From an optimization exercise on the open Yosys and OpenROAD flow, aimed at small area, a short achievable clock period and few clock cycles per item; shortcuts taken in it are not production practice.
The RTL was checked by simulation tests, not by an equivalence proof against the original design.
Power figures rest on the tool's default switching activity, not on a simulated workload.

==> inputs of job 1973 <==
Design compass_calibrate_and_heading, start of the top module:
module compass_calibrate_and_heading
#(
    parameter int SAMPLE_BITS  = cah_pkg::DEF_SAMPLE_BITS,
    parameter int CORDIC_STEPS = cah_pkg::DEF_CORDIC_STEPS
) (
    input  logic                                i_clk,
    input  logic                                i_rst_n,
    input  logic                                i_cfg_wen,
    input  logic                                i_cfg_idx,
    input  logic [cah_pkg::CFG_W-1:0]           i_cfg_wdata,
    input  logic                                s_axis_tvalid,
    output logic                                s_axis_tready,
    input  logic [((2*SAMPLE_BITS+7)/8)*8-1:0]  s_axis_tdata,
    input  logic [1:0]                          s_axis_tuser,
    output logic                                m_axis_tvalid,
    input  logic                                m_axis_tready,
    output logic [cah_pkg::HEAD_PAD-1:0]        m_axis_tdata
);
    localparam int S    = SAMPLE_BITS;      
    localparam int LO_W = S + 2;            
    localparam int HI_W = 30;               
    localparam int XW   = 45;               
    localparam int YW   = 45;               
    localparam int ZW   = 28;               
    localparam int HW   = cah_pkg::HEAD_W;  
    localparam logic [ZW-1:0] Z0_POS  = 28'd2048;
    localparam logic [ZW-1:0] Z0_NEG  = 28'd47187968;
    localparam logic [ZW-1:0] Z0_ZERO = 28'd242254243;    
    localparam logic [2:0] M_IDLE = 3'd0;
    localparam logic [2:0] M_CAP  = 3'd1;
    localparam logic [2:0] M_MUL  = 3'd2;
    localparam logic [2:0] M_RDY  = 3'd3;
    localparam logic [2:0] M_DIV  = 3'd4;
    localparam logic [4:0] C_DONE = 5'd16;
    logic signed [cah_pkg::CFG_W-1:0] r_decl, r_off;
    logic                       r_calib;
    logic signed [S-1:0]        r_min [2];
    logic signed [S-1:0]        r_max [2];
    logic signed [S-1:0]        r_center [2];
    logic [cah_pkg::GAIN_W-1:0] r_gain [2];
  ...
==> flow/config.mk <==
export PLATFORM = sky130hd
export DESIGN_NAME = compass_calibrate_and_heading
export DESIGN_NICKNAME = compass_calibrate_and_heading
export VERILOG_FILES = /design/flow/design.v
export SDC_FILE = /design/flow/constraint.sdc
export NUM_CORES = 4
export LEC_CHECK = 0
export CAP_MARGIN = 20
export CORE_MARGIN = 2
export CORE_UTILIZATION = 40
export SLEW_MARGIN = 20
==> flow/constraint.sdc <==
create_clock -name core_clock -period 12.0 [get_ports {i_clk}]
set_input_delay 2.4000 -clock core_clock [delete_from_list [all_inputs] [get_ports {i_clk}]]
set_output_delay 2.4000 -clock core_clock [all_outputs]
set_load 0.01 [all_outputs]
standard.sh (not shown) runs the stock make flow with config.mk's settings and CLKGATE_MAP_FILE= SYNTH_SCRIPT=/design/flow/synth_recipe.tcl, a recipe that flattens the netlist after the stock synthesis.
==> flow/flow/run.sh <==
#!/bin/bash
set -euo pipefail
MARGIN=$(cat flow/margin.txt)
bash standard.sh SETUP_SLACK_MARGIN=$MARGIN finish > flow_make.log 2>&1
==> flow/flow/margin.txt <==
9.0
==> job 8890 (differences from job 1973) <==
--- a/flow/design.v
+++ b/flow/design.v
@@ -151,16 +151,17 @@
     localparam logic [ZW-1:0] Z0_ZERO = 28'd242254243;    
     localparam logic [2:0] M_IDLE = 3'd0;
     localparam logic [2:0] M_CAP  = 3'd1;
     localparam logic [2:0] M_MUL  = 3'd2;
     localparam logic [2:0] M_RDY  = 3'd3;
     localparam logic [2:0] M_DIV  = 3'd4;
     localparam logic [4:0] C_DONE = 5'd16;
     logic signed [cah_pkg::CFG_W-1:0] r_decl, r_off;
+    logic [HW-1:0]              r_k;           
     logic                       r_calib;
     logic signed [S-1:0]        r_min [2];
     logic signed [S-1:0]        r_max [2];
     logic signed [S-1:0]        r_center [2];
     logic [cah_pkg::GAIN_W-1:0] r_gain [2];
     logic [2:0]                 r_mst;
     logic [4:0]                 r_mcnt;
     logic [1:0]                 r_kind;
@@ -256,53 +257,73 @@
         if (!i_rst_n) begin
             r_decl <= cah_pkg::DECL_RESET;
             r_off  <= cah_pkg::OFF_RESET;
         end else if (i_cfg_wen) begin
             if (i_cfg_idx == cah_pkg::CFG_OFFSET) r_off  <= i_cfg_wdata;
             else                                  r_decl <= i_cfg_wdata;
         end
     end
+    logic [HW-1:0] w_k;
+    cah_add #(.W(HW)) u_add_k (
+        .i_a (HW'(r_decl)), .i_b (HW'(r_off)), .i_ci (1'b0), .o_s (w_k), .o_co ()
+    );
+    always_ff @(posedge i_clk) r_k <= w_k;
     logic signed [S-1:0] w_s [2];
-    logic [S:0]          w_sa [2];      
-    logic [S:0]          w_sb [2];      
+    logic [S:0]          w_d [2];       
+    logic [S:0]          w_span [2];    
+    logic [S:0]          w_sum [2];     
+    logic                w_ltmin [2], w_gtmax [2];
     logic [HI_W-1:0]     w_bacc [2];    
-    logic                w_dsel, w_bsel, w_bsub;
-    assign w_dsel = (r_mst == M_DIV);
-    assign w_bsel = (r_mst == M_CAP) && (r_kind == cah_pkg::KIND_SAMPLE);
-    assign w_bsub = (r_mst != M_DIV);
+    logic [S:0]          w_rdif [2];    
+    logic                w_rge [2];
     for (genvar a = 0; a < 2; a++) begin : g_ax
-        logic [S:0]      sx, cx, mnx, mxx, rsh, aa, ab, bb;
+        logic [S:0]      sx, cx, mnx, mxx;
         logic            dneg;
         logic [HI_W-1:0] mag;
+        logic [S:0]      rsh;
+        logic            c_lt, c_gt;
         assign w_s[a] = r_lo[a][S-1:0];
         assign sx  = {w_s[a][S-1], w_s[a]};
         assign cx  = {r_center[a][S-1], r_center[a]};
         assign mnx = {r_min[a][S-1], r_min[a]};
         assign mxx = {r_max[a][S-1], r_max[a]};
-        assign rsh = {r_hi[a][S-1:0], r_gain[a][cah_pkg::GAIN_W-1]};
-        assign aa = w_dsel ? rsh : sx;
-        assign ab = w_dsel ? {1'b0, r_lo[a][S-1:0]} : (r_calib ? mnx : cx);
-        cah_add #(.W(S+1)) u_a (
-            .i_a (aa), .i_b (~ab), .i_ci (1'b1), .o_s (w_sa[a]), .o_co ()
+        cah_add #(.W(S+1)) u_d (
+            .i_a (sx), .i_b (~cx), .i_ci (1'b1), .o_s (w_d[a]), .o_co ()
+        );
+        cah_add #(.W(S+1)) u_span (
+            .i_a (mxx), .i_b (~mnx), .i_ci (1'b1), .o_s (w_span[a]), .o_co ()
+        );
+        cah_add #(.W(S+1)) u_sum (
+            .i_a (mxx), .i_b (mnx), .i_ci (1'b0), .o_s (w_sum[a]), .o_co ()
         );
-        assign bb = w_bsel ? sx : mnx;
-        cah_add #(.W(S+1)) u_b (
-            .i_a (mxx), .i_b (bb ^ {(S+1){w_bsub}}), .i_ci (w_bsub),
-            .o_s (w_sb[a]), .o_co ()
+        logic [S:0] lt_s, gt_s;
+        cah_add #(.W(S+1)) u_lt (
+            .i_a (sx), .i_b (~mnx), .i_ci (1'b1), .o_s (lt_s), .o_co ()
         );
+        cah_add #(.W(S+1)) u_gt (
+            .i_a (mxx), .i_b (~sx), .i_ci (1'b1), .o_s (gt_s), .o_co ()
+        );
+        assign w_ltmin[a] = lt_s[S];
+        assign w_gtmax[a] = gt_s[S];
         always_comb begin
             mag  = r_b1[a] ? HI_W'(r_gain[a]) :
                    r_b2[a] ? HI_W'({r_gain[a], 1'b0}) : '0;
             dneg = r_bn[a];
         end
         cah_add #(.W(HI_W)) u_booth (
             .i_a (r_hi[a]), .i_b (mag ^ {HI_W{dneg}}), .i_ci (dneg),
             .o_s (w_bacc[a]), .o_co ()
         );
+        assign rsh = {r_hi[a][S-1:0], r_gain[a][cah_pkg::GAIN_W-1]};
+        cah_add #(.W(S+1)) u_div (
+            .i_a (rsh), .i_b (~{1'b0, r_lo[a][S-1:0]}), .i_ci (1'b1),
+            .o_s (w_rdif[a]), .o_co ()
+        );
+        assign w_rge[a] = !w_rdif[a][S];
     end
     always_ff @(posedge i_clk) begin
         if (!i_rst_n) begin
             r_calib <= 1'b0;
             for (int a = 0; a < 2; a++) begin
                 r_min[a]    <= '0;
                 r_max[a]    <= '0;
                 r_center[a] <= '0;
@@ -313,63 +334,61 @@
                 for (int a = 0; a < 2; a++) begin
                     unique case (r_kind)
                         cah_pkg::KIND_START: begin
                             r_min[a] <= w_s[a];
                             r_max[a] <= w_s[a];
                         end
                         cah_pkg::KIND_SAMPLE: begin
                             if (r_calib) begin
-                                if (w_sa[a][S]) r_min[a] <= w_s[a];
-                                if (w_sb[a][S]) r_max[a] <= w_s[a];
+                                if (w_ltmin[a]) r_min[a] <= w_s[a];
+                                if (w_gtmax[a]) r_max[a] <= w_s[a];
                             end
                         end
+                        cah_pkg::KIND_FINISH: r_center[a] <= w_sum[a][S:1];
                         default: ;
                     endcase
                 end
             end
-            if (r_mst == M_DIV && r_mcnt == 5'd0) begin
-                for (int a = 0; a < 2; a++) r_center[a] <= w_sb[a][S:1];
-            end
         end
     end
     always_ff @(posedge i_clk) begin
         logic [HI_W+LO_W-1:0] sh;
         for (int a = 0; a < 2; a++) begin
             unique case (r_mst)
                 M_CAP: begin
                     r_hi[a] <= '0;
                     if (r_kind == cah_pkg::KIND_FINISH) begin
-                        r_lo[a]   <= LO_W'(w_sb[a][S-1:0]);
-                        r_bm1[a]  <= w_sb[a][S] || (w_sb[a] == '0);
-                        r_gain[a] <= {1'b1, 10'd0, w_sb[a][S:1]};
+                        r_lo[a]   <= LO_W'(w_span[a][S-1:0]);
+                        r_bm1[a]  <= w_span[a][S] || (w_span[a] == '0);
+                        r_gain[a] <= {1'b1, 10'd0, w_span[a][S:1]};
                     end else begin
-                        r_lo[a]   <= {w_sa[a][S], w_sa[a]};
-                        {r_b1[a], r_b2[a], r_bn[a]} <= booth_dec({w_sa[a][1:0], 1'b0}, w_sa[0][S]);
+                        r_lo[a]   <= {w_d[a][S], w_d[a]};
+                        {r_b1[a], r_b2[a], r_bn[a]} <= booth_dec({w_d[a][1:0], 1'b0}, w_d[0][S]);
                     end
                 end
                 M_MUL: begin
                     sh = {w_bacc[a], r_lo[a]};
                     {r_hi[a], r_lo[a]} <= {{2{sh[HI_W+LO_W-1]}}, sh[HI_W+LO_W-1:2]};
                     {r_b1[a], r_b2[a], r_bn[a]} <= booth_dec(r_lo[a][3:1], r_neg);
                 end
                 M_DIV: begin
-                    r_hi[a] <= HI_W'(!w_sa[a][S] ? w_sa[a][S-1:0] : rsh_of(a));
+                    r_hi[a] <= HI_W'(w_rge[a] ? w_rdif[a][S-1:0] : rsh_of(a));
                     if (r_mcnt == 5'd26 && r_bm1[a])
                         r_gain[a] <= cah_pkg::GAIN_MAX;
                     else
-                        r_gain[a] <= {r_gain[a][cah_pkg::GAIN_W-2:0], !w_sa[a][S]};
+                        r_gain[a] <= {r_gain[a][cah_pkg::GAIN_W-2:0], w_rge[a]};
                 end
                 default: ;
             endcase
             if (r_rdy) r_lo[a] <= LO_W'($signed(s_axis_tdata[a*S +: S]));
         end
         if (r_mst == M_CAP) begin
-            r_neg  <= w_sa[0][S];
-            r_zero <= (w_sa[0] == '0) && (w_sa[1] == '0);
+            r_neg  <= w_d[0][S];
+            r_zero <= (w_s[0] == r_center[0]) && (w_s[1] == r_center[1]);
         end
         if (!i_rst_n) begin
             for (int a = 0; a < 2; a++) r_gain[a] <= cah_pkg::GAIN_RESET;
         end
     end
     function automatic logic [2:0] booth_dec(input logic [2:0] bd, input logic neg);
         logic one, two;
         one = bd[1] ^ bd[0];
@@ -432,25 +451,21 @@
     );
     always_ff @(posedge i_clk) begin
         r1_x <= w_x1;
         r1_y <= w_y1;
         r1_z <= w_z1;
         r1_c <= n_r1c;
         r1_g <= r2_g;
     end
-    logic [HW-1:0] w_a0, w_wrap, w_dc, w_of, w_s1, w_c1, w_cs, w_cc, w_head;
+    logic [HW-1:0] w_a0, w_wrap, w_cs, w_cc, w_head;
     assign w_a0   = {r1_z[ZW-1], r1_z[ZW-1:cah_pkg::ANG_FRAC]};
     assign w_wrap = w_a0[HW-1] ? cah_pkg::FULL_TURN : '0;
-    assign w_dc   = HW'(r_decl);
-    assign w_of   = HW'(r_off);
-    assign w_s1   = w_a0 ^ w_wrap ^ w_dc;
-    assign w_c1   = ((w_a0 & w_wrap) | (w_a0 & w_dc) | (w_wrap & w_dc)) << 1;
-    assign w_cs   = w_s1 ^ w_c1 ^ w_of;
-    assign w_cc   = ((w_s1 & w_c1) | (w_s1 & w_of) | (w_c1 & w_of)) << 1;
+    assign w_cs   = w_a0 ^ w_wrap ^ r_k;
+    assign w_cc   = ((w_a0 & w_wrap) | (w_a0 & r_k) | (w_wrap & r_k)) << 1;
     cah_add #(.W(HW)) u_add_h (
         .i_a (w_cs), .i_b (w_cc), .i_ci (1'b0), .o_s (w_head), .o_co ()
     );
     always_ff @(posedge i_clk) begin
         if (w_oload) r_odata <= w_head;
     end
     assign m_axis_tvalid = r_ovalid;
     assign m_axis_tdata  = {{(cah_pkg::HEAD_PAD-HW){1'b0}}, r_odata};
==> flow/flow/margin.txt (replaced) <==
6.5
==> job 9378 (differences from job 1973) <==
--- a/flow/design.v
+++ b/flow/design.v
@@ -151,16 +151,17 @@
     localparam logic [ZW-1:0] Z0_ZERO = 28'd242254243;    
     localparam logic [2:0] M_IDLE = 3'd0;
     localparam logic [2:0] M_CAP  = 3'd1;
     localparam logic [2:0] M_MUL  = 3'd2;
     localparam logic [2:0] M_RDY  = 3'd3;
     localparam logic [2:0] M_DIV  = 3'd4;
     localparam logic [4:0] C_DONE = 5'd16;
     logic signed [cah_pkg::CFG_W-1:0] r_decl, r_off;
+    logic [HW-1:0]              r_k;           
     logic                       r_calib;
     logic signed [S-1:0]        r_min [2];
     logic signed [S-1:0]        r_max [2];
     logic signed [S-1:0]        r_center [2];
     logic [cah_pkg::GAIN_W-1:0] r_gain [2];
     logic [2:0]                 r_mst;
     logic [4:0]                 r_mcnt;
     logic [1:0]                 r_kind;
@@ -256,53 +257,73 @@
         if (!i_rst_n) begin
             r_decl <= cah_pkg::DECL_RESET;
             r_off  <= cah_pkg::OFF_RESET;
         end else if (i_cfg_wen) begin
             if (i_cfg_idx == cah_pkg::CFG_OFFSET) r_off  <= i_cfg_wdata;
             else                                  r_decl <= i_cfg_wdata;
         end
     end
+    logic [HW-1:0] w_k;
+    cah_add #(.W(HW)) u_add_k (
+        .i_a (HW'(r_decl)), .i_b (HW'(r_off)), .i_ci (1'b0), .o_s (w_k), .o_co ()
+    );
+    always_ff @(posedge i_clk) r_k <= w_k;
     logic signed [S-1:0] w_s [2];
-    logic [S:0]          w_sa [2];      
-    logic [S:0]          w_sb [2];      
+    logic [S:0]          w_d [2];       
+    logic [S:0]          w_span [2];    
+    logic [S:0]          w_sum [2];     
+    logic                w_ltmin [2], w_gtmax [2];
     logic [HI_W-1:0]     w_bacc [2];    
-    logic                w_dsel, w_bsel, w_bsub;
-    assign w_dsel = (r_mst == M_DIV);
-    assign w_bsel = (r_mst == M_CAP) && (r_kind == cah_pkg::KIND_SAMPLE);
-    assign w_bsub = (r_mst != M_DIV);
+    logic [S:0]          w_rdif [2];    
+    logic                w_rge [2];
     for (genvar a = 0; a < 2; a++) begin : g_ax
-        logic [S:0]      sx, cx, mnx, mxx, rsh, aa, ab, bb;
+        logic [S:0]      sx, cx, mnx, mxx;
         logic            dneg;
         logic [HI_W-1:0] mag;
+        logic [S:0]      rsh;
+        logic            c_lt, c_gt;
         assign w_s[a] = r_lo[a][S-1:0];
         assign sx  = {w_s[a][S-1], w_s[a]};
         assign cx  = {r_center[a][S-1], r_center[a]};
         assign mnx = {r_min[a][S-1], r_min[a]};
         assign mxx = {r_max[a][S-1], r_max[a]};
-        assign rsh = {r_hi[a][S-1:0], r_gain[a][cah_pkg::GAIN_W-1]};
-        assign aa = w_dsel ? rsh : sx;
-        assign ab = w_dsel ? {1'b0, r_lo[a][S-1:0]} : (r_calib ? mnx : cx);
-        cah_add #(.W(S+1)) u_a (
-            .i_a (aa), .i_b (~ab), .i_ci (1'b1), .o_s (w_sa[a]), .o_co ()
+        cah_add #(.W(S+1)) u_d (
+            .i_a (sx), .i_b (~cx), .i_ci (1'b1), .o_s (w_d[a]), .o_co ()
+        );
+        cah_add #(.W(S+1)) u_span (
+            .i_a (mxx), .i_b (~mnx), .i_ci (1'b1), .o_s (w_span[a]), .o_co ()
+        );
+        cah_add #(.W(S+1)) u_sum (
+            .i_a (mxx), .i_b (mnx), .i_ci (1'b0), .o_s (w_sum[a]), .o_co ()
         );
-        assign bb = w_bsel ? sx : mnx;
-        cah_add #(.W(S+1)) u_b (
-            .i_a (mxx), .i_b (bb ^ {(S+1){w_bsub}}), .i_ci (w_bsub),
-            .o_s (w_sb[a]), .o_co ()
+        logic [S:0] lt_s, gt_s;
+        cah_add #(.W(S+1)) u_lt (
+            .i_a (sx), .i_b (~mnx), .i_ci (1'b1), .o_s (lt_s), .o_co ()
         );
+        cah_add #(.W(S+1)) u_gt (
+            .i_a (mxx), .i_b (~sx), .i_ci (1'b1), .o_s (gt_s), .o_co ()
+        );
+        assign w_ltmin[a] = lt_s[S];
+        assign w_gtmax[a] = gt_s[S];
         always_comb begin
             mag  = r_b1[a] ? HI_W'(r_gain[a]) :
                    r_b2[a] ? HI_W'({r_gain[a], 1'b0}) : '0;
             dneg = r_bn[a];
         end
         cah_add #(.W(HI_W)) u_booth (
             .i_a (r_hi[a]), .i_b (mag ^ {HI_W{dneg}}), .i_ci (dneg),
             .o_s (w_bacc[a]), .o_co ()
         );
+        assign rsh = {r_hi[a][S-1:0], r_gain[a][cah_pkg::GAIN_W-1]};
+        cah_add #(.W(S+1)) u_div (
+            .i_a (rsh), .i_b (~{1'b0, r_lo[a][S-1:0]}), .i_ci (1'b1),
+            .o_s (w_rdif[a]), .o_co ()
+        );
+        assign w_rge[a] = !w_rdif[a][S];
     end
     always_ff @(posedge i_clk) begin
         if (!i_rst_n) begin
             r_calib <= 1'b0;
             for (int a = 0; a < 2; a++) begin
                 r_min[a]    <= '0;
                 r_max[a]    <= '0;
                 r_center[a] <= '0;
@@ -313,63 +334,61 @@
                 for (int a = 0; a < 2; a++) begin
                     unique case (r_kind)
                         cah_pkg::KIND_START: begin
                             r_min[a] <= w_s[a];
                             r_max[a] <= w_s[a];
                         end
                         cah_pkg::KIND_SAMPLE: begin
                             if (r_calib) begin
-                                if (w_sa[a][S]) r_min[a] <= w_s[a];
-                                if (w_sb[a][S]) r_max[a] <= w_s[a];
+                                if (w_ltmin[a]) r_min[a] <= w_s[a];
+                                if (w_gtmax[a]) r_max[a] <= w_s[a];
                             end
                         end
+                        cah_pkg::KIND_FINISH: r_center[a] <= w_sum[a][S:1];
                         default: ;
                     endcase
                 end
             end
-            if (r_mst == M_DIV && r_mcnt == 5'd0) begin
-                for (int a = 0; a < 2; a++) r_center[a] <= w_sb[a][S:1];
-            end
         end
     end
     always_ff @(posedge i_clk) begin
         logic [HI_W+LO_W-1:0] sh;
         for (int a = 0; a < 2; a++) begin
             unique case (r_mst)
                 M_CAP: begin
                     r_hi[a] <= '0;
                     if (r_kind == cah_pkg::KIND_FINISH) begin
-                        r_lo[a]   <= LO_W'(w_sb[a][S-1:0]);
-                        r_bm1[a]  <= w_sb[a][S] || (w_sb[a] == '0);
-                        r_gain[a] <= {1'b1, 10'd0, w_sb[a][S:1]};
+                        r_lo[a]   <= LO_W'(w_span[a][S-1:0]);
+                        r_bm1[a]  <= w_span[a][S] || (w_span[a] == '0);
+                        r_gain[a] <= {1'b1, 10'd0, w_span[a][S:1]};
                     end else begin
-                        r_lo[a]   <= {w_sa[a][S], w_sa[a]};
-                        {r_b1[a], r_b2[a], r_bn[a]} <= booth_dec({w_sa[a][1:0], 1'b0}, w_sa[0][S]);
+                        r_lo[a]   <= {w_d[a][S], w_d[a]};
+                        {r_b1[a], r_b2[a], r_bn[a]} <= booth_dec({w_d[a][1:0], 1'b0}, w_d[0][S]);
                     end
                 end
                 M_MUL: begin
                     sh = {w_bacc[a], r_lo[a]};
                     {r_hi[a], r_lo[a]} <= {{2{sh[HI_W+LO_W-1]}}, sh[HI_W+LO_W-1:2]};
                     {r_b1[a], r_b2[a], r_bn[a]} <= booth_dec(r_lo[a][3:1], r_neg);
                 end
                 M_DIV: begin
-                    r_hi[a] <= HI_W'(!w_sa[a][S] ? w_sa[a][S-1:0] : rsh_of(a));
+                    r_hi[a] <= HI_W'(w_rge[a] ? w_rdif[a][S-1:0] : rsh_of(a));
                     if (r_mcnt == 5'd26 && r_bm1[a])
                         r_gain[a] <= cah_pkg::GAIN_MAX;
                     else
-                        r_gain[a] <= {r_gain[a][cah_pkg::GAIN_W-2:0], !w_sa[a][S]};
+                        r_gain[a] <= {r_gain[a][cah_pkg::GAIN_W-2:0], w_rge[a]};
                 end
                 default: ;
             endcase
             if (r_rdy) r_lo[a] <= LO_W'($signed(s_axis_tdata[a*S +: S]));
         end
         if (r_mst == M_CAP) begin
-            r_neg  <= w_sa[0][S];
-            r_zero <= (w_sa[0] == '0) && (w_sa[1] == '0);
+            r_neg  <= w_d[0][S];
+            r_zero <= (w_s[0] == r_center[0]) && (w_s[1] == r_center[1]);
         end
         if (!i_rst_n) begin
             for (int a = 0; a < 2; a++) r_gain[a] <= cah_pkg::GAIN_RESET;
         end
     end
     function automatic logic [2:0] booth_dec(input logic [2:0] bd, input logic neg);
         logic one, two;
         one = bd[1] ^ bd[0];
@@ -432,25 +451,21 @@
     );
     always_ff @(posedge i_clk) begin
         r1_x <= w_x1;
         r1_y <= w_y1;
         r1_z <= w_z1;
         r1_c <= n_r1c;
         r1_g <= r2_g;
     end
-    logic [HW-1:0] w_a0, w_wrap, w_dc, w_of, w_s1, w_c1, w_cs, w_cc, w_head;
+    logic [HW-1:0] w_a0, w_wrap, w_cs, w_cc, w_head;
     assign w_a0   = {r1_z[ZW-1], r1_z[ZW-1:cah_pkg::ANG_FRAC]};
     assign w_wrap = w_a0[HW-1] ? cah_pkg::FULL_TURN : '0;
-    assign w_dc   = HW'(r_decl);
-    assign w_of   = HW'(r_off);
-    assign w_s1   = w_a0 ^ w_wrap ^ w_dc;
-    assign w_c1   = ((w_a0 & w_wrap) | (w_a0 & w_dc) | (w_wrap & w_dc)) << 1;
-    assign w_cs   = w_s1 ^ w_c1 ^ w_of;
-    assign w_cc   = ((w_s1 & w_c1) | (w_s1 & w_of) | (w_c1 & w_of)) << 1;
+    assign w_cs   = w_a0 ^ w_wrap ^ r_k;
+    assign w_cc   = ((w_a0 & w_wrap) | (w_a0 & r_k) | (w_wrap & r_k)) << 1;
     cah_add #(.W(HW)) u_add_h (
         .i_a (w_cs), .i_b (w_cc), .i_ci (1'b0), .o_s (w_head), .o_co ()
     );
     always_ff @(posedge i_clk) begin
         if (w_oload) r_odata <= w_head;
     end
     assign m_axis_tvalid = r_ovalid;
     assign m_axis_tdata  = {{(cah_pkg::HEAD_PAD-HW){1'b0}}, r_odata};
==> flow/flow/margin.txt (replaced) <==
8.0
==> summary of the runs <==
- Job 1973 passed the timing, design-rule and antenna checks. Job 8890 completed without violations. Job 9378 went through all stages and came out clean.
- Die area is the same in job 8890 and job 9378.
- Of job 8890 and job 1973, job 1973 has the higher non-clock buffer count (gap 323).
- Global-route usage: job 8890 < job 9378 < job 1973.
- The highest combinational power belongs to job 1973, the lowest to job 8890.
- The highest critical path depth belongs to job 1973, the lowest to job 8890.
- Between job 8890 and job 1973, the lower total power is in job 8890 (gap about 12%, measured against job 1973).
- In job 1973 the synthesized cell count is smaller than in job 9378, by about 3.4%.
- Synthesized area: job 8890 is higher than job 1973 (about 5.5%).
==> figures <==
quantity	job 1973	job 9378	job 8890
Cell count after synthesis	4313	4467	4467
Fmax achieved	214.5 MHz	250.4 MHz	207.0 MHz
Met1 usage	0.3357	0.2987	0.2918
Combinational-cell power consumption	0.00913 W	0.00756 W	0.00717 W
Worst slew pin tran	1.067 ns	1.132 ns	1.162 ns
Outcome	finished clean	finished clean	finished clean
Final Power	0.01523 W	0.01377 W	0.01341 W
Clock Sinks	654	671	671
Met1 routed wirelength after detailed routing	58130 um	56300 um	54900 um
First-pass detailed-route iteration total	7	5	5
Last element of the critical path	r_hi[0][14]	r_hi[1][7]	r_hi[0][15]
Power per unit of standard cell area	295.5 nW/um^2	280.5 nW/um^2	282.2 nW/um^2
Post-synth cell types	77	85	85
Antenna violations before repair	8	3	2
Count of cells along the worst register-to-register path	23	17	16
Register fraction of the total cell area	0.2780	0.2984	0.3080
Total area of multi-input combinational cells	27270 um^2	26760 um^2	26130 um^2
Testbench counts of job 1973, summed over its fixed seeds: cycles 39,424, items 2,400.
Testbench counts of job 8890, summed over its fixed seeds: cycles 39,424, items 2,400.
Testbench counts of job 9378, summed over its fixed seeds: cycles 39,424, items 2,400.

## static timing again, ports no longer ideal
Ports are ideal in the flow. The routed layouts listed here were re-timed in OpenROAD.
Step 1 (the two cells are an assumption about what drives the block):
set clk [get_ports {i_clk}]
set_driving_cell -lib_cell sky130_fd_sc_hd__clkbuf_16 $clk
set_driving_cell -lib_cell sky130_fd_sc_hd__buf_2 [delete_from_list [all_inputs] $clk]
Step 2 also shifts input and output timing later by t, the mid clock arrival at the registers, as if the neighbouring blocks saw the same clock.
Three values: ideal, step 1, step 2; two values: the first two.
| run | t (ns) | slack for setup (ns) | worst hold slack (ns) | clock arrival spread, ns | slew at the worst register clock pin (ns) |
|---|---|---|---|---|---|
| job 1973 | 0.708 | 7.337 / 7.337 / 7.337 | 0.363 / 0.363 / 0.363 | 0.029 / 0.029 | 0.07 / 0.07 |
| job 8890 | 0.708 | 7.168 / 7.168 / 7.168 | 0.375 / 0.375 / 0.375 | 0.033 / 0.033 | 0.07 / 0.07 |
| job 9378 | 0.705 | 8.006 / 7.976 / 7.548 | 0.373 / 0.373 / 0.373 | 0.043 / 0.043 | 0.07 / 0.07 |
After both steps setup and hold are still met in every run listed. The setup slack of job 9378, which loses most, moves by -0.030 ns with the drivers and by -0.458 ns with both steps.
